What follows belongs to an exercise in optimizing a design on an open flow for small area; a production flow would make more cautious choices.
In this exercise RTL edits were held to simulation tests only and were not proved equivalent to the original.
No activity file was given, so power comes from the tool's default toggle rates.

==> run.sh <==
#!/bin/bash
# synth_recipe.tcl (not shown) runs the flow's synth.tcl, then flattens the netlist and writes it again
# the make line also repeats each setting of config.mk as NAME=value (left out here)
make -C /OpenROAD-flow-scripts/flow DESIGN_CONFIG=/design/flow/config.mk WORK_HOME=/design/flow/orfs CLKGATE_MAP_FILE= SYNTH_SCRIPT=/design/flow/synth_recipe.tcl finish
==> config.mk <==
export PLATFORM = sky130hd
export DESIGN_NAME = decodeStage
export DESIGN_NICKNAME = decodeStage
export VERILOG_FILES = /design/flow/design.v
export SDC_FILE = /design/flow/constraint.sdc
export NUM_CORES = 4
export LEC_CHECK = 0
export CAP_MARGIN = 20
export CORE_MARGIN = 2
export CORE_UTILIZATION = 55
export PLACE_DENSITY = 0.65
export SLEW_MARGIN = 20
export SYNTH_HIERARCHICAL = 1
export SYNTH_MINIMUM_KEEP_SIZE = 0
==> constraint.sdc <==
create_clock -name core_clock -period 10.0 [get_ports {CLK}]
set_input_delay 2.0000 -clock core_clock [delete_from_list [all_inputs] [get_ports {CLK}]]
set_output_delay 2.0000 -clock core_clock [all_outputs]
set_load 0.01 [all_outputs]
==> design.v <==
package decodePkg;
    typedef logic [4:0]  regIdx_t;
    typedef logic [31:0] word_t;
    typedef enum logic [3:0] {
        aluNop = 4'd0,
        aluAdd = 4'd1,
        aluSub = 4'd2,
        aluAnd = 4'd3,
        aluOr  = 4'd4,
        aluSlt = 4'd5,
        aluSll = 4'd6,
        aluLui = 4'd7
    } aluOp_t;
    typedef enum logic [5:0] {
        opSpecial = 6'h00,
        opJ       = 6'h02,
        opJal     = 6'h03,
        opBeq     = 6'h04,
        opBne     = 6'h05,
        opAddiu   = 6'h09,
        opOri     = 6'h0d,
        opLui     = 6'h0f,
        opLw      = 6'h23,
        opSw      = 6'h2b
    } opcode_t;
    typedef enum logic [5:0] {
        fnSll     = 6'h00,
        fnJr      = 6'h08,
        fnSyscall = 6'h0c,
        fnAddu    = 6'h21,
        fnSubu    = 6'h23,
        fnAnd     = 6'h24,
        fnOr      = 6'h25,
        fnSlt     = 6'h2a
    } funct_t;
    typedef struct packed {
        word_t pc;
        word_t instr;
    } fetchEntry_t;
    typedef struct packed {
        logic   regDst;
        logic   link;
        logic   jump;
        logic   jumpReg;
        logic   branch;
        logic   branchNe;
        logic   signExt;
        logic   memRead;
        logic   memWrite;
        logic   regWrite;
        logic   sys;
        aluOp_t aluOp;
    } decodeCtrl_t;
    typedef struct packed {
        regIdx_t dest;
        word_t   data;
        logic    valid;
    } bypass_t;
    typedef struct packed {
        word_t   instr;
        word_t   pc;
        word_t   opA;
        word_t   opB;
        regIdx_t regA;
        regIdx_t regB;
        regIdx_t destReg;
        word_t   memWriteData;
        logic    regWrite;
        aluOp_t  aluOp;
        logic    memRead;
        logic    memWrite;
        logic    [4:0] shamt;
        logic    sys;
    } exePacket_t;
endpackage
`timescale 1ns/1ps
`timescale 1ns/1ps
`timescale 1ns/1ps
`timescale 1ns/1ps
module aoi222 (
    input  logic a0, b0, a1, b1, a2, b2,
    output logic y
);
    assign y = ~((a0 & b0) | (a1 & b1) | (a2 & b2));
endmodule
module readBit34 (
    input  logic [33:0] sel,
    input  logic [33:0] src,
    output logic        value
);
    logic [11:0] t;
    for (genvar j = 0; j < 11; j++) begin : g_t
        aoi222 c (.a0(sel[3*j]), .b0(src[3*j]), .a1(sel[3*j+1]), .b1(src[3*j+1]),
                  .a2(sel[3*j+2]), .b2(src[3*j+2]), .y(t[j]));
    end
    assign t[11] = ~(sel[33] & src[33]);
    assign value = ~(t[0] & t[1] & t[2] & t[3]) | ~(t[4] & t[5] & t[6] & t[7])
                 | ~(t[8] & t[9] & t[10] & t[11]);
endmodule
module readBit8 (
    input  logic [7:0] sel,
    input  logic [7:0] src,
    output logic       value
);
    logic [2:0] t;
    aoi222 c0 (.a0(sel[0]), .b0(src[0]), .a1(sel[1]), .b1(src[1]), .a2(sel[2]), .b2(src[2]), .y(t[0]));
    aoi222 c1 (.a0(sel[3]), .b0(src[3]), .a1(sel[4]), .b1(src[4]), .a2(sel[5]), .b2(src[5]), .y(t[1]));
    assign t[2] = ~((sel[6] & src[6]) | (sel[7] & src[7]));
    assign value = ~(t[0] & t[1] & t[2]);
endmodule
module carrySelect9 (
    input  logic       c,
    input  logic [8:0] s0,
    input  logic [8:0] s1,
    output logic [8:0] s
);
    assign s = c ? s1 : s0;
endmodule
`timescale 1ns/1ps
`timescale 1ns/1ps
module decodeStage (
    input  logic        CLK,
    input  logic        RESET,
    input  logic [31:0] fetchPc,
    input  logic [31:0] fetchInstr,
    input  logic        fetchValid,
    output logic        fetchReady,
    input  logic [4:0]  wbDest,
    input  logic [31:0] wbData,
    input  logic        wbValid,
    input  logic [4:0]  exeBypDest,
    input  logic [31:0] exeBypData,
    input  logic        exeBypValid,
    input  logic [4:0]  memBypDest,
    input  logic [31:0] memBypData,
    input  logic        memBypValid,
    output logic [31:0] exeInstr,
    output logic [31:0] exePc,
    output logic [31:0] exeOpA,
    output logic [31:0] exeOpB,
    output logic [4:0]  exeRegA,
    output logic [4:0]  exeRegB,
    output logic [4:0]  exeDestReg,
    output logic [31:0] exeMemWriteData,
    output logic        exeRegWrite,
    output logic [3:0]  exeAluOp,
    output logic        exeMemRead,
    output logic        exeMemWrite,
    output logic [4:0]  exeShamt,
    output logic        exeSys,
    output logic        exeValid,
    input  logic        exeReady,
    output logic [31:0] altPc,
    output logic        altPcValid,
    output logic        wantFreeze
);
    logic [63:0] qEntry [0:7];
    logic [3:0]  rdPtr;
    logic [3:0]  wrPtr;
    logic [7:0]  rdSel;
    logic [63:0] head;
    logic        headValid;
    logic        doEnq;
    logic        accept;
    assign fetchReady = (wrPtr != {~rdPtr[3], rdPtr[2:0]});
    assign headValid  = (wrPtr != rdPtr);
    assign doEnq      = fetchValid && fetchReady;
    always_ff @(posedge CLK or negedge RESET) begin
        if (!RESET) begin
            rdPtr <= '0;
            wrPtr <= '0;
        end else if (altPcValid) begin
            rdPtr <= '0;
            wrPtr <= '0;
        end else begin
            if (doEnq)
                wrPtr <= wrPtr + 1'b1;
            if (accept)
                rdPtr <= rdPtr + 1'b1;
        end
    end
    for (genvar i = 0; i < 8; i++) begin : g_q
        always_ff @(posedge CLK) begin
            if (doEnq && wrPtr[2:0] == 3'(i))
                qEntry[i] <= {fetchPc, fetchInstr};
        end
        assign rdSel[i] = (rdPtr[2:0] == 3'(i));
    end
    for (genvar b = 0; b < 64; b++) begin : g_head
        logic [7:0] src;
        for (genvar i = 0; i < 8; i++) begin : g_src
            assign src[i] = qEntry[i][b];
        end
        readBit8 rb (.sel(rdSel), .src(src), .value(head[b]));
    end
    logic [31:0] rfData [1:31];
    logic [31:1] rfWritten;
    for (genvar i = 1; i < 32; i++) begin : g_rf
        logic we;
        assign we = wbValid && (wbDest == 5'(i));
        always_ff @(posedge CLK or negedge RESET) begin
            if (!RESET)
                rfWritten[i] <= 1'b0;
            else if (we)
                rfWritten[i] <= 1'b1;
        end
        always_ff @(posedge CLK) begin
            if (we)
                rfData[i] <= wbData;
        end
    end
    logic [4:0]  rs;
    logic [4:0]  rt;
    logic [33:0] rsSel;
    logic [33:0] rtSel;
    logic [31:0] rsVal;
    logic [31:0] rtVal;
    logic headJal;
    assign headJal = (head[31:26] == 6'h03);
    assign rs = head[25:21];
    assign rt = head[20:16];
    function automatic logic [33:0] readSelect(
        input logic [4:0] r, input logic off, input logic [31:1] written,
        input logic eV, input logic [4:0] eD,
        input logic mV, input logic [4:0] mD,
        input logic wV, input logic [4:0] wD);
        logic nz, hitE, hitM, hitW;
        logic [33:0] s;
        nz   = (r != 5'd0) && !off;
        hitE = eV && (eD == r);
        hitM = mV && (mD == r);
        hitW = wV && (wD == r);
        s[0] = nz && hitE;
        s[1] = nz && !hitE && hitM;
        s[2] = nz && !hitE && !hitM && hitW;
        for (int i = 1; i < 32; i++)
            s[i+2] = !off && !hitE && !hitM && !hitW && written[i] && (r == 5'(i));
        readSelect = s;
    endfunction
    assign rsSel = readSelect(rs, headJal, rfWritten, exeBypValid, exeBypDest, memBypValid, memBypDest,
                              wbValid, wbDest);
    assign rtSel = readSelect(rt, 1'b0, rfWritten, exeBypValid, exeBypDest, memBypValid, memBypDest,
                              wbValid, wbDest);
    for (genvar b = 0; b < 32; b++) begin : g_rd
        logic [33:0] src;
        assign src[0] = exeBypData[b];
        assign src[1] = memBypData[b];
        assign src[2] = wbData[b];
        for (genvar i = 1; i < 32; i++) begin : g_src
            assign src[i+2] = rfData[i][b];
        end
        readBit34 ra (.sel(rsSel), .src(src), .value(rsVal[b]));
        readBit34 rb (.sel(rtSel), .src(src), .value(rtVal[b]));
    end
    logic [31:0] outVs;
    logic [31:0] outVt;
    logic        outLink;
    logic        issued;
    assign accept = headValid && (!exeValid || exeReady) && !altPcValid;
    always_ff @(posedge CLK or negedge RESET) begin
        if (!RESET) begin
            exeValid <= 1'b0;
            issued   <= 1'b0;
        end else begin
            issued <= accept;
            if (accept)
                exeValid <= 1'b1;
            else if (exeReady)
                exeValid <= 1'b0;
        end
    end
    always_ff @(posedge CLK) begin
        if (accept) begin
            exeInstr <= head[31:0];
            exePc    <= head[63:32];
            outVs    <= rsVal;
            outVt    <= rtVal;
            outLink  <= headJal;
        end
    end
    logic [5:0] op;
    logic [5:0] fn;
    logic rType, jump, jumpReg, branch, branchNe, lui, signExt;
    logic memRead, memWrite, regWrite, sys;
    logic [3:0] aluOp;
    logic [4:0] destReg;
    logic [29:0] brSum;
    logic link;
    assign link = outLink;
    assign op = exeInstr[31:26];
    assign fn = exeInstr[5:0];
    always_comb begin
        rType    = 1'b0;
        jump     = 1'b0;
        jumpReg  = 1'b0;
        branch   = 1'b0;
        branchNe = 1'b0;
        lui      = 1'b0;
        signExt  = 1'b0;
        memRead  = 1'b0;
        memWrite = 1'b0;
        regWrite = 1'b0;
        sys      = 1'b0;
        aluOp    = 4'd0;
        case (op)
            6'h00: begin
                case (fn)
                    6'h00: begin rType = 1'b1; regWrite = 1'b1; aluOp = 4'd6; end
                    6'h08: begin rType = 1'b1; jump = 1'b1; jumpReg = 1'b1; end
                    6'h0c: begin rType = 1'b1; sys = 1'b1; end
                    6'h21: begin rType = 1'b1; regWrite = 1'b1; aluOp = 4'd1; end
                    6'h23: begin rType = 1'b1; regWrite = 1'b1; aluOp = 4'd2; end
                    6'h24: begin rType = 1'b1; regWrite = 1'b1; aluOp = 4'd3; end
                    6'h25: begin rType = 1'b1; regWrite = 1'b1; aluOp = 4'd4; end
                    6'h2a: begin rType = 1'b1; regWrite = 1'b1; aluOp = 4'd5; end
                    default: ;
                endcase
            end
            6'h02: jump = 1'b1;
            6'h03: begin jump = 1'b1; regWrite = 1'b1; aluOp = 4'd1; end
            6'h04: begin branch = 1'b1; signExt = 1'b1; aluOp = 4'd2; end
            6'h05: begin branch = 1'b1; branchNe = 1'b1; signExt = 1'b1; aluOp = 4'd2; end
            6'h09: begin signExt = 1'b1; regWrite = 1'b1; aluOp = 4'd1; end
            6'h0d: begin regWrite = 1'b1; aluOp = 4'd4; end
            6'h0f: begin lui = 1'b1; regWrite = 1'b1; aluOp = 4'd7; end
            6'h23: begin signExt = 1'b1; memRead = 1'b1; regWrite = 1'b1; aluOp = 4'd1; end
            6'h2b: begin signExt = 1'b1; memWrite = 1'b1; aluOp = 4'd1; end
            default: ;
        endcase
    end
    assign destReg = rType ? exeInstr[15:11] : (link ? 5'd31 : exeInstr[20:16]);
    assign exeOpA = outVs;
    always_comb begin
        if (link)
            exeOpB = {brSum, exePc[1:0]};
        else if (rType || branch)
            exeOpB = outVt;
        else if (lui)
            exeOpB = {exeInstr[15:0], 16'h0000};
        else if (signExt)
            exeOpB = {{16{exeInstr[15]}}, exeInstr[15:0]};
        else
            exeOpB = {16'h0000, exeInstr[15:0]};
    end
    assign exeRegA         = link ? 5'd0 : exeInstr[25:21];
    assign exeRegB         = (rType || branch) ? exeInstr[20:16] : 5'd0;
    assign exeDestReg      = destReg;
    assign exeMemWriteData = outVt;
    assign exeRegWrite     = regWrite && (destReg != 5'd0);
    assign exeAluOp        = aluOp;
    assign exeMemRead      = memRead;
    assign exeMemWrite     = memWrite;
    assign exeShamt        = exeInstr[10:6];
    assign exeSys          = sys;
    logic [15:0] addB;
    logic        addSign;
    logic [15:0] pcLo;
    logic [13:0] pcHi;
    assign addB    = link ? 16'd1 : exeInstr[15:0];
    assign addSign = !link && exeInstr[15];
    assign pcLo    = exePc[17:2];
    assign pcHi    = exePc[31:18];
    logic [8:0]  cLo;
    logic [8:0]  cMid0;
    logic [8:0]  cMid1;
    logic [7:0]  sMid0;
    logic [7:0]  sMid1;
    logic [15:0] sLo;
    logic        c16;
    assign cLo[0]   = 1'b1;
    assign cMid0[0] = 1'b0;
    assign cMid1[0] = 1'b1;
    for (genvar i = 0; i < 8; i++) begin : g_lo
        assign sLo[i]     = pcLo[i] ^ addB[i] ^ cLo[i];
        assign cLo[i+1]   = (pcLo[i] & addB[i]) | (cLo[i] & (pcLo[i] ^ addB[i]));
        assign sMid0[i]   = pcLo[i+8] ^ addB[i+8] ^ cMid0[i];
        assign cMid0[i+1] = (pcLo[i+8] & addB[i+8]) | (cMid0[i] & (pcLo[i+8] ^ addB[i+8]));
        assign sMid1[i]   = pcLo[i+8] ^ addB[i+8] ^ cMid1[i];
        assign cMid1[i+1] = (pcLo[i+8] & addB[i+8]) | (cMid1[i] & (pcLo[i+8] ^ addB[i+8]));
    end
    carrySelect9 midSel (
        .c  (cLo[8]),
        .s0 ({cMid0[8], sMid0}),
        .s1 ({cMid1[8], sMid1}),
        .s  ({c16, sLo[15:8]})
    );
    logic [14:0] hiOnes;
    logic [14:0] hiZeros;
    logic [13:0] sHi;
    assign hiOnes[0]  = 1'b1;
    assign hiZeros[0] = 1'b1;
    for (genvar i = 0; i < 14; i++) begin : g_hi
        assign hiOnes[i+1]  = hiOnes[i] & pcHi[i];
        assign hiZeros[i+1] = hiZeros[i] & !pcHi[i];
        always_comb begin
            if (c16 && !addSign)
                sHi[i] = pcHi[i] ^ hiOnes[i];
            else if (!c16 && addSign)
                sHi[i] = pcHi[i] ^ hiZeros[i];
            else
                sHi[i] = pcHi[i];
        end
    end
    assign brSum = {sHi, sLo};
    logic [3:0] jRegion;
    logic       lowOnes;
    assign lowOnes = (&exePc[17:2]) & hiOnes[10];
    assign jRegion = {exePc[31] ^ (lowOnes & (&exePc[30:28])),
                      exePc[30] ^ (lowOnes & (&exePc[29:28])),
                      exePc[29] ^ (lowOnes & exePc[28]),
                      exePc[28] ^ lowOnes};
    always_comb begin
        if (jumpReg)
            altPc = outVs;
        else if (jump)
            altPc = {jRegion, exeInstr[25:0], 2'b00};
        else
            altPc = {brSum, exePc[1:0]};
    end
    assign altPcValid = issued && (jump || (branch && (branchNe ^ (outVs == outVt))));
    assign wantFreeze = exeValid && sys;
endmodule
==> results of run 1 <==
-- Yosys stat by module, one instance, submodules excluded --
module	flip-flops and latches	copies in the design
aoi222	0	832
decodeStage	1674	1
readBit8	0	64
readBit34	0	64
carrySelect9	0	1
-- worst reg2reg max path, cell delays in order (launching register included) --
cell      delay [ns]
dfrtp_1         0.96
inv_1           0.19
ha_4            0.35
a222oi_1        0.46
nand3_1         0.60
xor2_1          0.37
nor4_1          0.44
a31oi_1         0.21
nand4b_1        0.25
nor3_1          0.15
and3_1          0.69
buf_4           0.51
a222oi_1        0.45
nand4_1         0.36
a2111o_1        0.55
-- cells in the mapped netlist, types with 7 or more instances --
cell type,instances,area (um2)
mux2_4,9,135
nand4_1,140,876
xor2_1,62,543
o211ai_1,7,52.6
o21ai_0,27,135
and2_1,17,106
nor3_1,19,95.1
a222oi_1,836,8370
nand3_1,144,721
mux2i_1,11,110
a2111o_1,64,721
nor2b_1,29,181
o21ai_1,10,50.1
xnor2_1,18,158
and3_1,75,469
a22oi_1,81,608
ha_1,40,500
nand2b_1,18,113
a21oi_1,37,185
clkbuf_1,22,82.6
fa_1,21,420
inv_1,59,221
buf_4,11,82.6
o22ai_1,24,150
buf_2,25,125
edfxtp_1,1633,49000
nor4_1,16,100
nor2_1,103,387
nand2_1,77,289
or2_2,33,206
dfrtp_1,41,1030
-- state kept, by name, summed over array words and instances (netlist names) --
register,count
rfData,992
qEntry,512
exeInstr,32
exePc,32
outVs,32
outVt,32
rfWritten,31
rdPtr,4
wrPtr,4
exeValid,1
issued,1
outLink,1
-- power by group through the flow --
stage          Sequential [uW]  Combinational (uW)  Clock (uW)
2_1_floorplan             9480                4640           0
3_3_place_gp              9910                9670           0
3_5_place_dp              9930                9680           0
4_1_cts                   9790                9720        6310
5_1_grt                   9860               10200        6590
6_report                  9870               10000        6300
-- path summary, 6_finish.rpt --
| check | start | end | slack (ns) | depth (start not counted) |
|---|---|---|---|---|
| worst min register to register | rfWritten[10]$_DFFE_PN0P_ | rfWritten[10]$_DFFE_PN0P_ | 0.47 | 1 |
| worst max register to register | rdPtr[2]$_DFFE_PN0P_ | outVs[3]$_DFFE_PP_ | 3.17 | 14 |
| min in group asynchronous | RESET | exeValid$_DFFE_PN0P_ | 1.32 | 2 |
| worst min-delay path | rfWritten[10]$_DFFE_PN0P_ | rfWritten[10]$_DFFE_PN0P_ | 0.47 | 1 |
| worst max-delay path | outLink$_DFFE_PP_ | exeOpB[22] | 0.97 | 21 |
| max in group asynchronous | RESET | rfWritten[11]$_DFFE_PN0P_ | 8.10 | 2 |
-- cell type report --
class	count	area, um2
well taps	1625	2030
clock inverters	88	1010
multi-input cells	1986	16700
diodes	14	35.0
fillers	8549	41600
clock buffers	221	4500
inverters	60	225
repair buffers	562	5230
flip-flops and latches	1674	50100
-- logic make-up after synthesis --
kind of cell | share of synthesized area [%]
xor gates and xnor gates | 1.05
and+or+nand+nor | 5.66
adders and majority gates | 1.37
AOI/OAI and AO/OA | 15.9
other | 0.00560
muxes | 0.383
buffers and inverters | 0.887
DFF | 74.7
-- stage by stage --
step | setup WS (ns) | util [%]
2_1_floorplan | 1.52 | -
3_3_place_gp | 1.94 | 61.2
3_5_place_dp | 1.86 | 61.2
4_1_cts | 0.995 | 65.7
5_1_grt | 0.626 | 65.7
6_report | 0.971 | 65.8
-- cells in the final DEF (no fill, tap or decap), drive strengths merged, types with 24 or more instances in the layout --
cell           count
nand2             77
or2               34
clkinv            66
nor2             107
buf              161
nand3            144
clkbuf           221
nand4            141
a222oi           836
ha                40
inv               66
clkdlybuf4s50    401
a22oi             81
a21oi             39
and3              75
edfxtp          1633
xor2              62
o21ai             38
o22ai             24
a2111o            64
nor2b             29
dfrtp             41
-- per-layer routing --
layer	track usage, %	up-vias	routed length (um)
li1	-	19000	-
met5	0.528	-	77
met3	14.8	673	45900
met4	17.4	4	12800
met1	56.9	24500	90600
met2	56.5	4980	109000
==> impl_metrics.yaml, run 1 <==
status:
  status: "no timing/DRC/antenna violations"
synth:
  synthArstFlopShare_pct: 2.45
  syn_inst: 3787
  ys_seq_area_share_pct: 74.7
  synth_nets: 4030
  synthFlopType: "edfxtp_1"
  syn_area_um2: 67000
  synth_cell_type_count: 73
  synth.yosys.warnings: 9
  syn-mean-instance-area_um2: 17.7
  ys_seq_elements: 1674
  synth_edf_count: 1633
global_routing:
  grt_antenna_before_repair: 14
  grt_max_degree: 114
  grt_usage_pct: 40.3
  gr-total-overflow: 0
  grt_pass1_vias: 45500
  grt_pass1_wl_um: 353000
clocking:
  cts_made_buffers: 167
  clk_pin_slew_ns: 0.06
  cts.repair.resized: 0
  clk_path_buf_depth: 3
  root_buffer: "clkbuf_16"
  cts_tree: "done"
  clock_sinks: 1674
  cts_max_level: 4
  clk_latency_ns: 0.82
  postCtsSetupRepairBufs: 0
  cts_hold_buf: 0
cells_and_area:
  final_cells: 6230
  drive_gt1_share_pct: 11.3
  areaGrowthSynthToFinish_pct: 19.2
  stdcell_area_um2: 79800
  fin_nets: 4694
timing:
  max_clock_freq_mhz: 111
  setup_tns_ns: 0
  rsz0062_at_grt: "false"
  timing_hold_violations_final: 0
  holdWs_ns: 0.474
  setup_viol: 0
  worst_pin_slew_ns: 1.32
  drv_slew: 0
  final.period_utilization_pct: 90.3
  slew_headroom_pct: 11.8
  fin_crit_ns: 9.03
  fin_skew_ns: 0.0397
setup_path:
  path_class: "flip-flop to output pin"
  worst_path_most_repeated_cell: "fa_1"
  end_kind: "output pin"
  crit_chain: "nor2_1 -> ha_1 -> fa_1 -> fa_1 -> inv_1 -> fa_1 -> inv_1 -> fa_1 -> inv_1 -> fa_1 -> fa_1 -> inv_1 -> fa_1 -> inv_1 -> mux2_4 -> nand2_1 -> nor2_1 -> a21oi_1 -> o21ai_0 -> a222oi_1 -> clkdlybuf4s50_1"
  cp_top_family: "adder cells"
  crit_path_start_kind: "flip-flop"
  critPathRequiredTime_ns: 8.00
  critPathBufInv: 6
  cp_max_fo: 29
  cp.arrival_ns: 7.03
  cp_slowest_stage_delay_ns: 0.99
  cpMaxStageDelayCell: "edfxtp_1"
die:
  die_h_um: 353
  core_area_um2: 121000
  start_util_pct: 55.2
  dieArea_um2: 125000
  num_rows: 128
  fp.dieW_um: 353
  io_pins: 406
placed_design:
  post_dp_cell_area_um2: 74300
  dpl.cell_count: 5907
  dp_hpwl_um: 158000
  place_congestion: 1.01
  portBuffers: 404
route:
  num_vias: 49200
  via_per_inst: 7.89
  wire_per_inst_um: 41.5
  drtIter0Drc: 13000
  first_pass_iters: 15
  drc_errors: 0
  drt_wl_total_um: 259000
  ant_nets: 0
pwr:
  p_comb_share_pct: 38.3
  p_leak_uw: 0.0263
  p_switching_uw: 10200
  powerDensity_nw_per_um2: 328
  worst_ir_drop_vdd_uv: 278
  pwr-share-seq_pct: 37.7
  internal_power_uw: 16000
  total_power_uw: 26200
  clockPowerShare_pct: 24.0
  switching_share_pct: 38.9
job:
  maxCapViolations: 0
worst_hold_path:
  min-delay-path-class: "flip-flop to flip-flop"
==> inputs of run 2 (changes only) <==
==> flow/run.sh (new file) <==
#!/bin/bash
# The standard layout, with two changes: the port buffers use the smallest
# buffer cell, and clock tree synthesis adds no dummy loads.
set -euo pipefail
export BUFFER_PORTS_ARGS="-buffer_cell sky130_fd_sc_hd__buf_1"
export CTS_ARGS="-sink_clustering_enable -repair_clock_nets -dont_use_dummy_load"
bash standard.sh > standard.log 2>&1
==> standard.sh (new file) <==
#!/bin/bash
# synth_recipe.tcl (not shown) runs the flow's synth.tcl, then flattens the netlist and writes it again
# the make line also repeats each setting of config.mk as NAME=value (left out here)
make -C /OpenROAD-flow-scripts/flow DESIGN_CONFIG=/design/flow/config.mk WORK_HOME=/design/flow/orfs CLKGATE_MAP_FILE= SYNTH_SCRIPT=/design/flow/synth_recipe.tcl "${@:-finish}"
removed: run.sh
==> run 2 against run 1 <==
Compared with the run above:
- still clean on timing, DRC and antenna
- area after synthesis is the same
- clock-buffer cell count shrank 56
- clock power shrank 17%
- critical path type unchanged
- critical endpoint unchanged
- largest power group is now sequential cells
==> impl_metrics.yaml, run 2 <==
synth:
  synth_nets: 4030
  ys_seq_area_share_pct: 74.7
  synth_cell_type_count: 73
  synthArstFlopShare_pct: 2.45
  synthTopCellsByCount: "edfxtp_1, a222oi_1, nand3_1, nand4_1, nor2_1"
  synth_top_area_cell: "edfxtp_1"
  syn-mean-instance-area_um2: 17.7
  synth_edf_count: 1633
  synthTopCellsByArea: "edfxtp_1, a222oi_1, dfrtp_1"
  synth_top_area_share_pct: 73.2
  ys_seq_elements: 1674
  syn_area_um2: 67000
  synthFlopType: "edfxtp_1"
  synth.yosys.warnings: 9
  yosysMostFrequentCell: "edfxtp_1"
  syn_inst: 3787
timing:
  timing_hold_violations_final: 0
  fin_crit_ns: 8.69
  final.period_utilization_pct: 86.9
  worst_pin_slew_ns: 1.20
  setup_tns_ns: 0
  fin_skew_ns: 0.0801
  max_clock_freq_mhz: 115
  holdWs_ns: 0.476
  drv_slew: 0
  setup_ws_ns: 1.31
  rsz0062_at_grt: "false"
  setup_viol: 0
  slew_headroom_pct: 19.6
setup_path:
  cp_max_fo: 29
  crit_path_start_kind: "flip-flop"
  end_kind: "output pin"
  critPathBufInv: 5
  crit_chain: "buf_4 -> nand2b_1 -> ha_1 -> inv_1 -> fa_1 -> fa_1 -> fa_1 -> fa_1 -> fa_1 -> fa_1 -> inv_1 -> fa_1 -> inv_1 -> mux2_4 -> nand2_1 -> nor2_1 -> a21oi_1 -> o21ai_0 -> a222oi_1 -> buf_1"
  path_class: "flip-flop to output pin"
  worst_path_most_repeated_cell: "fa_1"
  cp_top_family: "adder cells"
  cpMaxStageDelayCell: "edfxtp_1"
  cp.arrival_ns: 6.69
  critPathRequiredTime_ns: 8.00
  cp_slowest_stage_delay_ns: 0.75
pwr:
  switching_share_pct: 40.1
  worst_ir_drop_vdd_uv: 205
  powerDensity_nw_per_um2: 318
  clockPowerShare_pct: 21.7
  p_comb_share_pct: 37.5
  p_switching_uw: 9700
  pwr-share-seq_pct: 40.8
  p_leak_uw: 0.0246
  internal_power_uw: 14500
clocking:
  clk_latency_ns: 0.81
  clock_sinks: 1674
  cts_made_buffers: 165
  clk_pin_slew_ns: 0.06
  root_buffer: "clkbuf_16"
  postCtsSetupRepairBufs: 0
  cts.repair.resized: 0
  clk_path_buf_depth: 3
  cts_hold_buf: 0
  cts_max_level: 4
  cts_tree: "done"
route:
  drtIter0Drc: 12100
  ant_nets: 0
  via_per_inst: 7.94
  num_vias: 48300
  drt_wl_total_um: 251000
  first_pass_iters: 13
  wire_per_inst_um: 41.2
  drc_errors: 0
placed_design:
  post-place-ws_ns: 2.26
  place_congestion: 1.02
  portBuffers: 404
  dp_hpwl_um: 152000
die:
  start_util_pct: 55.2
  io_pins: 406
  fp.dieW_um: 353
  die_h_um: 353
  core_area_um2: 121000
  num_rows: 128
  dieArea_um2: 125000
global_routing:
  grt_usage_pct: 39.1
  gr-total-overflow: 0
  grt_antenna_before_repair: 17
  grt_max_degree: 65
  grt_pass1_wl_um: 342000
  grt_pass1_vias: 45000
cells_and_area:
  drive_gt1_share_pct: 10.1
  largest_register: "rfData"
  areaGrowthSynthToFinish_pct: 13.3
  reg_top3: "rfData: 992 flops, qEntry: 512 flops"
  layout_commonest_cell: "edfxtp_1"
  largest_register_ff_count: 992
  fin_nets: 4692
  final_cell_mix: "edfxtp_1, a222oi_1, buf_1, clkbuf_16, buf_4"
status:
  status: "no timing/DRC/antenna violations"
worst_hold_path:
  min-delay-path-class: "flip-flop to flip-flop"
job:
  maxCapViolations: 0
## run 2: changes by cell type in the layout (fill, tap and decap cells not counted), moves of 3 or more
| cell | delta |
|---|---|
| clkinv_2 | -25 |
| clkbuf_1 | -43 |
| clkdlybuf4s50_1 | -401 |
| buf_2 | -3 |
| diode_2 | -8 |
| clkbuf_16 | -3 |
| clkinv_1 | -29 |
| bufinv_16 | -14 |
| clkbuf_8 | -10 |
| clkinv_16 | -6 |
| clkinv_4 | -4 |
| inv_16 | -4 |
| buf_1 | +403 |
## run 2: final timing paths
check                                     startpoint                   endpoint  slack, ns  cells past startpoint
min reg2reg                rfWritten[26]$_DFFE_PN0P_  rfWritten[26]$_DFFE_PN0P_       0.48                      1
max                                outLink$_DFFE_PP_                 exeOpB[22]       1.31                     20
min in group asynchronous                      RESET       wrPtr[2]$_DFFE_PN0P_       1.36                      2
min                        rfWritten[26]$_DFFE_PN0P_  rfWritten[26]$_DFFE_PN0P_       0.48                      1
max in group asynchronous                      RESET   rfWritten[9]$_DFFE_PN0P_       8.06                      2
max reg2reg                     rdPtr[2]$_DFFE_PN0P_         outVs[3]$_DFFE_PP_       3.18                     15
## run 2: modules after synthesis, one instance, submodules excluded
module,cells inside,times used
aoi222,1,832
decodeStage,2561,1
readBit34,4,64
readBit8,2,64
carrySelect9,10,1
## run 2: per-stage QoR
stage / power (uW) / std cells / util, % / cell area (um2)
6_report: 24200 / 6078 / 62.5 / 75900
5_1_grt: 24600 / 6077 / 62.5 / 75900
4_1_cts: 23800 / 6072 / 62.5 / 75900
3_5_place_dp: 18700 / 5907 / 59.1 / 71700
3_3_place_gp: 18600 / 5907 / 59.1 / 71700
2_1_floorplan: 14100 / 3787 / - / 67000
## run 2: metal layers
metal	track usage [%]	vias up	routed length [um]
met1	55.1	23900	87300
met5	0.792	-	149
met2	55.4	4801	106000
met4	19.1	8	14500
met3	12.4	687	42900
li1	-	18900	-
## run 2: logic make-up after synthesis
family | after synthesis | synth area share (%)
buffers and inverters | 127 | 0.887
other | 1 | 0.00560
flip-flops | 1674 | 74.7
adder cells (fa/ha/maj) | 61 | 1.37
AND/OR/NAND/NOR | 698 | 5.66
AO/OA/AOI/OAI | 1125 | 15.9
XOR/XNOR | 80 | 1.05
multiplexers | 21 | 0.383
## run 2: area by class of cell
type / count / area [um2]
multi-input combinational: 1986 / 16700
fill: 8939 / 45500
sequential: 1674 / 50100
inverter: 60 / 225
clock buffer: 165 / 4130
tap: 1625 / 2030
timing repair buffer: 562 / 2700
antenna: 6 / 15.0
## run 2: power groups by stage
stage               registers (uW)  logic (uW)  clock network (uW)
global route                  9860        9260                5520
global placement              9910        8680                   0
finish                        9870        9060                5250
CTS                           9790        8770                5260
floorplan                     9480        4640                   0
detailed placement            9930        8730                   0
## run 2: worst reg2reg max path, cell delays in order (launching register included)
cell,delay (ns)
dfrtp_1,0.84
inv_1,0.19
ha_4,0.28
buf_4,0.42
a222oi_1,0.46
nand3_1,0.64
xor2_1,0.37
nor4_1,0.31
a31oi_1,0.19
nand4b_1,0.33
nor3_1,0.17
and3_1,0.53
buf_4,0.40
a222oi_1,0.53
nand4_1,0.31
a2111o_1,0.52
==> inputs of run 3 (changes only) <==
==> flow/run.sh (replaced) <==
#!/bin/bash
# The standard layout, with these changes: the port buffers use the smallest
# buffer cell; clock tree synthesis adds no dummy loads and builds its leaves
# from clkbuf_8 cells driving up to 15 flip-flops within 50 um.
set -euo pipefail
export BUFFER_PORTS_ARGS="-buffer_cell sky130_fd_sc_hd__buf_1"
export CTS_ARGS="-sink_clustering_enable -repair_clock_nets -dont_use_dummy_load -buf_list sky130_fd_sc_hd__clkbuf_8 -sink_clustering_size 15 -sink_clustering_max_diameter 50"
bash standard.sh > standard.log 2>&1
==> run 3 against run 2 <==
Compared with the run above:
- critical endpoint unchanged
- critical path depth is the same
- sequential share of layout area rose by 1.8 points
- die area is the same
- clock skew up 0.0078 ns
- largest cell class unchanged
- power shrank 7.4%
- still clean
==> impl_metrics.yaml, run 3 <==
status:
  status: "no timing/DRC/antenna violations"
timing:
  setup_tns_ns: 0
  rsz0062_at_grt: "false"
  drv_slew: 0
  timing_hold_violations_final: 0
  final.period_utilization_pct: 87.5
  setup_viol: 0
  slew_headroom_pct: 22.6
  max_clock_freq_mhz: 114
  fin_crit_ns: 8.75
  worst_pin_slew_ns: 1.16
  fin_skew_ns: 0.0878
  holdWs_ns: 0.479
die:
  die_h_um: 353
  core_area_um2: 121000
  io_pins: 406
  start_util_pct: 55.2
  dieArea_um2: 125000
  fp.dieW_um: 353
  num_rows: 128
pwr:
  powerDensity_nw_per_um2: 303
  p_leak_uw: 0.0236
  worst_ir_drop_vdd_uv: 220
synth:
  synth_nets: 4030
  syn-mean-instance-area_um2: 17.7
  ys_seq_area_share_pct: 74.7
  synth_compound_area_share_pct: 15.9
  synth_edf_count: 1633
  synthArstFlopShare_pct: 2.45
  synthAdderAreaFrac_pct: 1.37
  synthTopCellsByCount: "edfxtp_1, a222oi_1, nand3_1, nand4_1, nor2_1"
  synth_xor_area_share_pct: 1.05
  synth_top_family_by_area: "compound AO/OA/AOI/OAI gates"
  syn_area_um2: 67000
  syn_inst: 3787
  synthTopCellsByArea: "edfxtp_1, a222oi_1, dfrtp_1"
  synth.area.mux_share_pct: 0.383
  synth_top_area_cell: "edfxtp_1"
  ys_seq_elements: 1674
  yosysMostFrequentCell: "edfxtp_1"
  synth_top_area_share_pct: 73.2
  synthFlopType: "edfxtp_1"
  synth_cell_type_count: 73
  yosys.area_share.simple_pct: 5.66
  synth.yosys.warnings: 9
route:
  ant_nets: 0
  via_per_inst: 7.95
  first_pass_iters: 15
  wire_per_inst_um: 41.3
  num_vias: 48200
  drt_wl_total_um: 251000
  drc_errors: 0
  drtIter0Drc: 12100
setup_path:
  cp.arrival_ns: 6.75
  critPathBufInv: 5
  worst_path_most_repeated_cell: "fa_1"
  cp_slowest_stage_delay_ns: 0.75
  worstReg2RegEnd: "outVs[2]$_DFFE_PP_"
  cp_max_fo: 29
  worst-r2r-setup-slack_ns: 3.12
  worstRegToRegCells: 15
  cpMaxStageDelayCell: "edfxtp_1"
  crit_path_start_kind: "flip-flop"
  cp_top_family: "adder cells"
  path_class: "flip-flop to output pin"
  timing.rr.start: "rdPtr[2]$_DFFE_PN0P_"
  critPathRequiredTime_ns: 8.00
  end_kind: "output pin"
  crit_chain: "buf_4 -> nand2b_1 -> ha_1 -> inv_1 -> fa_1 -> fa_1 -> fa_1 -> fa_1 -> fa_1 -> fa_1 -> inv_1 -> fa_1 -> inv_1 -> mux2_4 -> nand2_1 -> nor2_1 -> a21oi_1 -> o21ai_0 -> a222oi_1 -> buf_1"
job:
  maxCapViolations: 0
global_routing:
  grt_antenna_before_repair: 17
  grt_pass1_wl_um: 342000
  grt_max_degree: 65
  grt_pass1_vias: 44800
  gr-total-overflow: 0
  grt_usage_pct: 39.0
placed_design:
  place_congestion: 1.02
  portBuffers: 404
  dp_hpwl_um: 152000
clocking:
  clk_latency_ns: 0.92
  clk_pin_slew_ns: 0.07
  cts.repair.resized: 0
  cts_tree: "done"
  postCtsSetupRepairBufs: 0
  clk_path_buf_depth: 3
  clock_sinks: 1674
  cts_max_level: 4
  cts_hold_buf: 0
  root_buffer: "clkbuf_8"
  cts_made_buffers: 149
cells_and_area:
  largest_register_ff_count: 992
  largest_register: "rfData"
  reg_top3: "rfData: 992 flops, qEntry: 512 flops"
  layout_commonest_cell: "edfxtp_1"
  areaGrowthSynthToFinish_pct: 10.2
  final_cell_mix: "edfxtp_1, a222oi_1, buf_1, buf_4, clkbuf_8"
  fillers: 9168
  drive_gt1_share_pct: 9.73
  fin_nets: 4676
worst_hold_path:
  min-delay-path-class: "flip-flop to flip-flop"
  whs_endpoint: "rfWritten[26]$_DFFE_PN0P_"
  min_path_cells: 1
  min-delay-start: "rfWritten[26]$_DFFE_PN0P_"
run 3: cell types whose count changed in the layout (fill, tap and decap cells not counted), sizes merged:
cell / change
diode: +5
clkbuf: -16
run 3: power breakdown:
group	internal [uW]	switching (uW)	leakage (uW)
Combinational	2770	6290	0.00719
Sequential	8800	1050	0.0154
Clock	1330	2140	0.00107
run 3: worst max-delay path by stage:
stage                     slack, ns               from               end  cells past startpoint
final                          1.25  outLink$_DFFE_PP_        exeOpB[22]                     20
after global routing           0.92  outLink$_DFFE_PP_        exeOpB[22]                     20
after CTS                      1.28  outLink$_DFFE_PP_        exeOpB[22]                     20
after detailed placement       2.26  outLink$_DFFE_PP_        exeOpB[22]                     20
after global placement         2.33  outLink$_DFFE_PP_        exeOpB[22]                     20
after floorplan                1.52           exeReady  issued$_DFF_PN0_                      4
run 3: metrics by stage:
stage | power [uW] | utilization, % | setup slack (ns) | cells | instance area [um2]
6_report | 22400 | 60.8 | 1.25 | 6067 | 73800
5_1_grt | 22800 | 60.8 | 0.925 | 6064 | 73800
4_1_cts | 22000 | 60.8 | 1.28 | 6056 | 73800
3_5_place_dp | 18700 | 59.1 | 2.26 | 5907 | 71700
3_3_place_gp | 18600 | 59.1 | 2.33 | 5907 | 71700
2_1_floorplan | 14100 | - | 1.52 | 3787 | 67000
run 3: layout make-up:
class | instances | area (um2) | area share (%)
flip-flops and latches | 1674 | 50100 | 67.8
multi-input cells | 1986 | 16700 | 22.7
repair buffers | 562 | 2700 | 3.66
clock buffers | 149 | 2050 | 2.78
well taps | 1625 | 2030 | 2.75
inverters | 60 | 225 | 0.305
diodes | 11 | 27.5 | 0.0373
run 3: worst reg2reg max path, delay by kind of cell (launching register included):
kind / cells / cell delay (ns)
flip-flops: 1 / 0.88
buffers and inverters: 3 / 1.00
XOR/XNOR: 1 / 0.37
adder cells (fa/ha/maj): 1 / 0.28
AO/OA/AOI/OAI: 4 / 1.71
AND/OR/NAND/NOR: 6 / 2.39
run 3: cell families after synthesis:
family,Yosys count
fa+ha+maj,61
compound gates,1125
buf+inv,127
xor+xnor,80
simple gates,698
other cells,1
flops,1674
mux,21
run 3: metal layers:
| layer | up-vias | wire length (um) | GRT usage [%] |
|---|---|---|---|
| li1 | 18800 | - | - |
| met1 | 24000 | 87300 | 55.1 |
| met2 | 4768 | 106000 | 55.4 |
| met3 | 675 | 43000 | 12.4 |
| met4 | 2 | 14400 | 18.7 |
| met5 | - | 7 | 0 |
run 3: modules after synthesis (local to each module, per instance):
module        flops+latches  cells inside
decodeStage            1674          2561
readBit8                  0             2
carrySelect9              0            10
aoi222                    0             1
readBit34                 0             4
==> inputs of run 4 (changes only) <==
--- a/config.mk
+++ b/config.mk
@@ -9,5 +9,5 @@
 export CORE_MARGIN = 2
 export CORE_UTILIZATION = 55
-export PLACE_DENSITY = 0.65
+export PLACE_DENSITY = 0.85
 export SLEW_MARGIN = 20
 export SYNTH_HIERARCHICAL = 1
==> run 4 against run 3 <==
Compared with the run above:
- worst setup slack lost 0.37 ns
- die area stayed put
- fmax fell by 4.0%
- critical path depth up 1
- power barely moved
- wire length fell by 0.86%
- still clean on timing, DRC and antenna
- sequential share of layout area is 0.10 points higher
- combinational power grew 2%
- core utilization is 0.094 points lower
- first-iteration DRC count is 32% higher
- cell count up 0.16%
- global-route usage is 0.68 points lower
==> impl_metrics.yaml, run 4 <==
timing:
  setup_tns_ns: 0
  timing_hold_violations_final: 0
  fin_crit_ns: 9.11
  slew_headroom_pct: 18.8
  max_clock_freq_mhz: 110
  setup_viol: 0
  fin_skew_ns: 0.0897
  worst_pin_slew_ns: 1.22
  rsz0062_at_grt: "false"
  drv_slew: 0
  final.period_utilization_pct: 91.1
synth:
  synth_nets: 4030
  ys_seq_area_share_pct: 74.7
  synthFlopType: "edfxtp_1"
  synth_cell_type_count: 73
  syn_inst: 3787
  synthTopCellsByCount: "edfxtp_1, a222oi_1, nand3_1, nand4_1, nor2_1"
  synthTopCellsByArea: "edfxtp_1, a222oi_1, dfrtp_1"
  yosysMostFrequentCell: "edfxtp_1"
  synthArstFlopShare_pct: 2.45
  synth_edf_count: 1633
  ys_seq_elements: 1674
  synth_top_area_cell: "edfxtp_1"
  syn-mean-instance-area_um2: 17.7
  synth_top_area_share_pct: 73.2
  syn_area_um2: 67000
  synth.yosys.warnings: 9
pwr:
  worst_ir_drop_vdd_uv: 274
  powerDensity_nw_per_um2: 304
  p_leak_uw: 0.0236
cells_and_area:
  largest_register_ff_count: 992
  largest_register: "rfData"
  final_cell_mix: "edfxtp_1, a222oi_1, buf_1, buf_4, nand3_1"
  areaGrowthSynthToFinish_pct: 10.0
  multi_input_area_um2: 16700
  drive_gt1_share_pct: 9.53
  fillers: 8557
  reg_top3: "rfData: 992 flops, qEntry: 512 flops"
  seq_area_um2: 50100
  layout_commonest_cell: "edfxtp_1"
  fin_nets: 4662
  final_cells: 6077
setup_path:
  cpMaxStageDelayCell: "edfxtp_1"
  path_class: "flip-flop to output pin"
  timing.rr.start: "rdPtr[0]$_DFFE_PN0P_"
  worst_path_most_repeated_cell: "fa_1"
  cp_max_fo: 29
  cp_slowest_stage_delay_ns: 1.13
  critPathRequiredTime_ns: 8.00
  worstRegToRegCells: 16
  worstReg2RegEnd: "outVt[8]$_DFFE_PP_"
  cp.arrival_ns: 7.11
  worst-r2r-setup-slack_ns: 3.43
  end_kind: "output pin"
  startpoint: "outLink$_DFFE_PP_"
  critPathCapture: "exeOpB[21]"
  crit_path_start_kind: "flip-flop"
  crit_chain: "nor2_1 -> ha_1 -> fa_1 -> fa_1 -> inv_1 -> fa_1 -> inv_1 -> fa_1 -> inv_1 -> fa_1 -> fa_1 -> inv_1 -> fa_1 -> inv_1 -> mux2_4 -> nand2_1 -> nor2_1 -> a21oi_1 -> o21ai_0 -> a222oi_1 -> buf_1"
clocking:
  cts.repair.resized: 0
  clk_latency_ns: 0.93
  root_buffer: "clkbuf_8"
  clock_sinks: 1674
  cts_hold_buf: 0
  clk_path_buf_depth: 3
  cts_max_level: 4
  cts_tree: "done"
  postCtsSetupRepairBufs: 0
  clk_pin_slew_ns: 0.09
  cts_made_buffers: 135
die:
  num_rows: 128
  fp.dieW_um: 353
  start_util_pct: 55.2
  die_h_um: 353
  dieArea_um2: 125000
  io_pins: 406
  core_area_um2: 121000
global_routing:
  grt_pass1_wl_um: 341000
  gr-total-overflow: 0
  grt_pass1_vias: 47300
  grt_antenna_before_repair: 48
  grt_usage_pct: 38.4
  grt_max_degree: 65
route:
  drc_errors: 0
  drtIter0Drc: 15900
  ant_nets: 0
  wire_per_inst_um: 40.9
  first_pass_iters: 17
  drt_wl_total_um: 248000
  via_per_inst: 8.32
  num_vias: 50500
worst_hold_path:
  min-delay-path-class: "flip-flop to flip-flop"
  min_path_cells: 1
placed_design:
  portBuffers: 404
  place_congestion: 1.03
  dp_hpwl_um: 152000
  dpl.cell_count: 5905
job:
  maxCapViolations: 0
status:
  status: "no timing/DRC/antenna violations"
run 4: per-layer routing:
| layer | vias to the layer above | GRT usage, % | routed length (um) |
|---|---|---|---|
| met3 | 1347 | 19.0 | 52400 |
| met4 | 54 | 25.2 | 21000 |
| met2 | 6651 | 52.8 | 102000 |
| met5 | - | 1.58 | 551 |
| li1 | 18800 | - | - |
| met1 | 23700 | 47.8 | 72400 |
run 4: critical path: cells and delay by family (launching register included):
family | cells | cell delay (ns)
buf+inv | 6 | 0.88
flops | 1 | 1.13
mux | 1 | 0.52
simple gates | 3 | 0.30
fa+ha+maj | 8 | 2.23
compound gates | 3 | 1.16
run 4: final cells by class:
class | count | share of cell area (%)
Clock buffer | 135 | 2.52
Timing Repair Buffer | 562 | 3.72
Tap cell | 1625 | 2.76
Multi-Input combinational cell | 1986 | 22.7
Sequential cell | 1674 | 67.9
Inverter | 60 | 0.305
Antenna cell | 35 | 0.119
run 4: kinds of logic after synthesis:
logic type	synth area share, %
xor+xnor	1.05
buf+inv	0.887
compound gates	15.9
flops	74.7
fa+ha+maj	1.37
simple gates	5.66
other cells	0.00560
mux	0.383
run 4: worst min path at each step:
stage / from / to
after global routing: rfWritten[19]$_DFFE_PN0P_ / rfWritten[19]$_DFFE_PN0P_
final: rfWritten[19]$_DFFE_PN0P_ / rfWritten[19]$_DFFE_PN0P_
after detailed placement: rfWritten[9]$_DFFE_PN0P_ / rfWritten[9]$_DFFE_PN0P_
after CTS: rfWritten[9]$_DFFE_PN0P_ / rfWritten[9]$_DFFE_PN0P_
after global placement: rfWritten[8]$_DFFE_PN0P_ / rfWritten[8]$_DFFE_PN0P_
after floorplan: rfWritten[10]$_DFFE_PN0P_ / rfWritten[10]$_DFFE_PN0P_
run 4: Yosys stat by module (local to each module, per instance):
module	cells inside	area, um2	copies in the design
decodeStage	2561	55900	1
readBit8	2	12.5	64
readBit34	4	28.8	64
carrySelect9	10	146	1
aoi222	1	10.0	832
run 4: through the flow:
stage / hold slack [ns] / util, % / setup WS, ns / total power, uW / instance area (um2)
CTS: 0.479 / 60.6 / 1.06 / 21500 / 73600
detailed placement: 0.464 / 59.1 / 2.02 / 18400 / 71700
floorplan: 0.446 / - / 1.52 / 14100 / 67000
global placement: 0.459 / 59.1 / 2.08 / 18200 / 71700
finish: 0.480 / 60.7 / 0.889 / 22400 / 73700
global route: 0.493 / 60.7 / 0.723 / 22600 / 73700
run 4: where the power goes:
group | leakage [uW] | internal [uW] | switching [uW]
sequential | 0.0154 | 8810 | 1040
combinational | 0.00720 | 2780 | 6460
clock | 0.000971 | 1210 | 2090
total | 0.0236 | 12800 | 9590
==> inputs of run 5 (changes only) <==
==> flow/run.sh (replaced) <==
#!/bin/bash
# The standard layout, with these changes: the port buffers use the smallest
# buffer cell; clock tree synthesis adds no dummy loads and builds its leaves
# from clkbuf_8 cells driving up to 15 flip-flops within 50 um; after global
# routing, gates off the critical paths are downsized (ORFS's power recovery
# on all paths with slack).
set -euo pipefail
export BUFFER_PORTS_ARGS="-buffer_cell sky130_fd_sc_hd__buf_1"
export CTS_ARGS="-sink_clustering_enable -repair_clock_nets -dont_use_dummy_load -buf_list sky130_fd_sc_hd__clkbuf_8 -sink_clustering_size 15 -sink_clustering_max_diameter 50"
export RECOVER_POWER=100
bash standard.sh > standard.log 2>&1
--- a/config.mk
+++ b/config.mk
@@ -9,5 +9,5 @@
 export CORE_MARGIN = 2
 export CORE_UTILIZATION = 55
-export PLACE_DENSITY = 0.85
+export PLACE_DENSITY = 0.65
 export SLEW_MARGIN = 20
 export SYNTH_HIERARCHICAL = 1
==> run 5 against run 4 <==
Compared with the run above:
- the layout now fails its checks (capacitance limit, slew limit)
- highest routed layer unchanged
- register-to-register slack got worse by 3.0 ns
- die area did not move
- combinational power is 3.1% lower
- sequential cell count did not move
- non-clock buffer count unchanged
- synthesized cell count is the same
- worst setup slack worse by 0.44 ns
- hold slack got worse by 0.0024 ns
- sequential power rose by 0.6%
- first-iteration DRC count shrank 23%
- largest power group unchanged
- cell count down 0.20%
- clock power increased by 5%
- largest cell class unchanged
==> impl_metrics.yaml, run 5 <==
status:
  status: "complete, but fails checks"
  failed_checks: "capacitance limit, slew limit"
cells_and_area:
  largest_register_ff_count: 992
  fin_nets: 4676
  areaGrowthSynthToFinish_pct: 9.52
  drive_gt1_share_pct: 7.31
  fin_util_pct: 60.4
  fillers: 9268
  final_cell_mix: "edfxtp_1, a222oi_1, buf_1, clkbuf_1, clkbuf_8"
  largest_register: "rfData"
  layout_commonest_cell: "edfxtp_1"
  reg_top3: "rfData: 992 flops, qEntry: 512 flops"
global_routing:
  grt_max_degree: 65
  grt_pass1_wl_um: 342000
  gr-total-overflow: 0
  grt_antenna_before_repair: 17
  grt_pass1_vias: 44800
  grt_usage_pct: 39.0
synth:
  ys_seq_area_share_pct: 74.7
  syn_area_um2: 67000
  ys_seq_elements: 1674
  synthTopCellsByArea: "edfxtp_1, a222oi_1, dfrtp_1"
  syn_inst: 3787
  synth_edf_count: 1633
  yosysMostFrequentCell: "edfxtp_1"
  synth_nets: 4030
  synthArstFlopShare_pct: 2.45
  syn-mean-instance-area_um2: 17.7
  synthTopCellsByCount: "edfxtp_1, a222oi_1, nand3_1, nand4_1, nor2_1"
  synth_top_area_share_pct: 73.2
  synth_top_area_cell: "edfxtp_1"
  synth.yosys.warnings: 9
  synth_cell_type_count: 73
  synthFlopType: "edfxtp_1"
die:
  dieArea_um2: 125000
  die_h_um: 353
  fp.dieW_um: 353
  num_rows: 128
  core_area_um2: 121000
  start_util_pct: 55.2
  io_pins: 406
setup_path:
  cp_max_fo: 64
  critPathRequiredTime_ns: 10.61
  cp.arrival_ns: 10.15
  path_class: "flip-flop to flip-flop"
  crit_chain: "inv_1 -> ha_1 -> nor2b_2 -> clkbuf_1 -> a222oi_1 -> nand3_1 -> xor2_1 -> nor4_1 -> nand3_1 -> nand4b_1 -> nor2_1 -> and3_1 -> clkbuf_2 -> a222oi_1 -> nand4_1 -> a2111o_1"
  cpMaxStageDelayCell: "clkbuf_1"
  cp_top_family: "buffers and inverters"
  crit_path_start_kind: "flip-flop"
  end_kind: "flip-flop"
  critPathBufInv: 3
  cp_slowest_stage_delay_ns: 3.14
clocking:
  cts_hold_buf: 0
  cts_max_level: 4
  clk_path_buf_depth: 3
  clock_sinks: 1674
  clk_latency_ns: 0.92
  postCtsSetupRepairBufs: 0
  cts_made_buffers: 149
  cts.repair.resized: 0
  cts_tree: "done"
  clk_pin_slew_ns: 0.09
  root_buffer: "clkbuf_8"
timing:
  setup_viol: 0
  worst_pin_slew_ns: 4.48
  rsz0062_at_grt: "false"
  max_clock_freq_mhz: 105
  setup_tns_ns: 0
  timing_hold_violations_final: 0
  slew_headroom_pct: -199
  fin_skew_ns: 0.0786
  fin_crit_ns: 9.55
  drv_slew: 2697
  final.period_utilization_pct: 95.5
route:
  drt_wl_total_um: 251000
  drc_errors: 0
  num_vias: 48300
  first_pass_iters: 14
  drtIter0Drc: 12200
  via_per_inst: 7.96
  ant_nets: 0
  wire_per_inst_um: 41.4
job:
  maxCapViolations: 79
placed_design:
  portBuffers: 404
  place_congestion: 1.02
  dp_hpwl_um: 152000
pwr:
  powerDensity_nw_per_um2: 304
  worst_ir_drop_vdd_uv: 218
  p_leak_uw: 0.0233
worst_hold_path:
  min-delay-path-class: "flip-flop to flip-flop"
==> run 5: cell counts after synthesis <==
Identical to the previous run, type by type.
==> run 5: report_power, final <==
group          leakage, uW  switching [uW]  internal (uW)  total, uW
Combinational      0.00683            6290           2660       8950
Sequential          0.0154            1050           8870       9910
Clock              0.00107            2140           1330       3470
==> run 5: kinds of logic (layout without fill, tap and decap cells) <==
family / count (synthesis) / after routing / share of synthesized area, %
compound gates: 1125 / 1125 / 15.9
mux: 21 / 21 / 0.383
simple gates: 698 / 698 / 5.66
fa+ha+maj: 61 / 61 / 1.37
flops: 1674 / 1674 / 74.7
xor+xnor: 80 / 80 / 1.05
other cells: 1 / 10 / 0.00560
buf+inv: 127 / 771 / 0.887
==> run 5: metrics by stage <==
stage	cell area, um2	worst slack (ns)	hold slack, ns	total power (uW)	std cells
2_1_floorplan	67000	1.52	0.446	14100	3787
3_3_place_gp	71700	2.33	0.457	18600	5907
3_5_place_dp	71700	2.26	0.460	18700	5907
4_1_cts	73800	1.28	0.477	22000	6056
5_1_grt	73400	0.464	0.492	22800	6063
6_report	73400	0.452	0.478	22300	6065
==> run 5: area by class of cell <==
type	instances	area, um2	area share, %
Antenna cell	9	22.5	0.0307
Clock buffer	149	2050	2.79
Inverter	60	225	0.307
Multi-Input combinational cell	1986	16600	22.6
Sequential cell	1674	50100	68.2
Tap cell	1625	2030	2.77
Timing Repair Buffer	562	2410	3.28
==> run 5: worst paths after layout <==
| check | from | endpoint | slack [ns] | cells after the start |
|---|---|---|---|---|
| setup / recovery | rdPtr[1]$_DFFE_PN0P_ | outVs[14]$_DFFE_PP_ | 0.45 | 16 |
| hold / removal | rfWritten[12]$_DFFE_PN0P_ | rfWritten[12]$_DFFE_PN0P_ | 0.48 | 1 |
| setup reg to reg | rdPtr[1]$_DFFE_PN0P_ | outVs[14]$_DFFE_PP_ | 0.45 | 16 |
| hold reg to reg | rfWritten[12]$_DFFE_PN0P_ | rfWritten[12]$_DFFE_PN0P_ | 0.48 | 1 |
| max in group asynchronous | RESET | rfWritten[26]$_DFFE_PN0P_ | 5.87 | 2 |
| min in group asynchronous | RESET | exeValid$_DFFE_PN0P_ | 2.24 | 2 |
==> run 5: modules after synthesis, one instance, submodules excluded <==
module | cell area (um2) | cells
aoi222 | 10.0 | 1
carrySelect9 | 146 | 10
decodeStage | 55900 | 2561
readBit34 | 28.8 | 4
readBit8 | 12.5 | 2
==> run 5: routing by layer <==
metal  vias up  routed length, um  global-route usage, %
met1     23900              86900                   55.1
met3       673              43600                   12.4
met2      4917             106000                   55.4
li1      18800                  -                      -
met4         2              14200                   18.7
met5         -                  7                      0
==> run 5: worst register-to-register path: stages, from the launching register on <==
cell and delay, ns:
dfrtp_1 0.56, inv_1 0.15, ha_1 0.17, nor2b_2 0.13, clkbuf_1 3.14, a222oi_1 0.30
nand3_1 0.93, xor2_1 0.15, nor4_1 0.30, nand3_1 0.28, nand4b_1 0.39, nor2_1 0.23
and3_1 0.23, clkbuf_2 0.63, a222oi_1 0.69, nand4_1 0.46, a2111o_1 0.53

-- re-timing with driven ports --
The flow's constraints put no driver on any port. The routed layouts listed below were extracted and timed again, unchanged, in two steps. Step 1 sets driving cells, clkbuf_16 on the clock port and buf_2 on the other inputs (assumed; they add their load-dependent delay and slew). Step 2, shift: input delay + t, output delay - t, t = (earliest + latest rising clock arrival at the registers) / 2. This alone moves slack from input paths to output paths. Three values: ideal ports, drivers, drivers and shift; two values: the first two.
| run | t, ns | setup slack, ns | worst setup path after step 2 | slew at the worst register clock pin (ns) | cell pins on the clock port's net |
|---|---|---|---|---|---|
| run 1 | 0.876 | 0.971 / 0.890 / 1.766 | register to output | 0.07 / 0.07 | 1 |
| run 2 | 0.851 | 1.311 / 1.228 / 2.079 | register to output | 0.06 / 0.06 | 1 |
| run 3 | 0.943 | 1.255 / 1.182 / 2.124 | register to output | 0.10 / 0.10 | 1 |
| run 4 | 0.958 | 0.889 / 0.813 / 1.771 | register to output | 0.10 / 0.10 | 1 |
| run 5 | 0.951 | 0.452 / 0.452 / 0.452 | register to register | 0.10 / 0.10 | 1 |
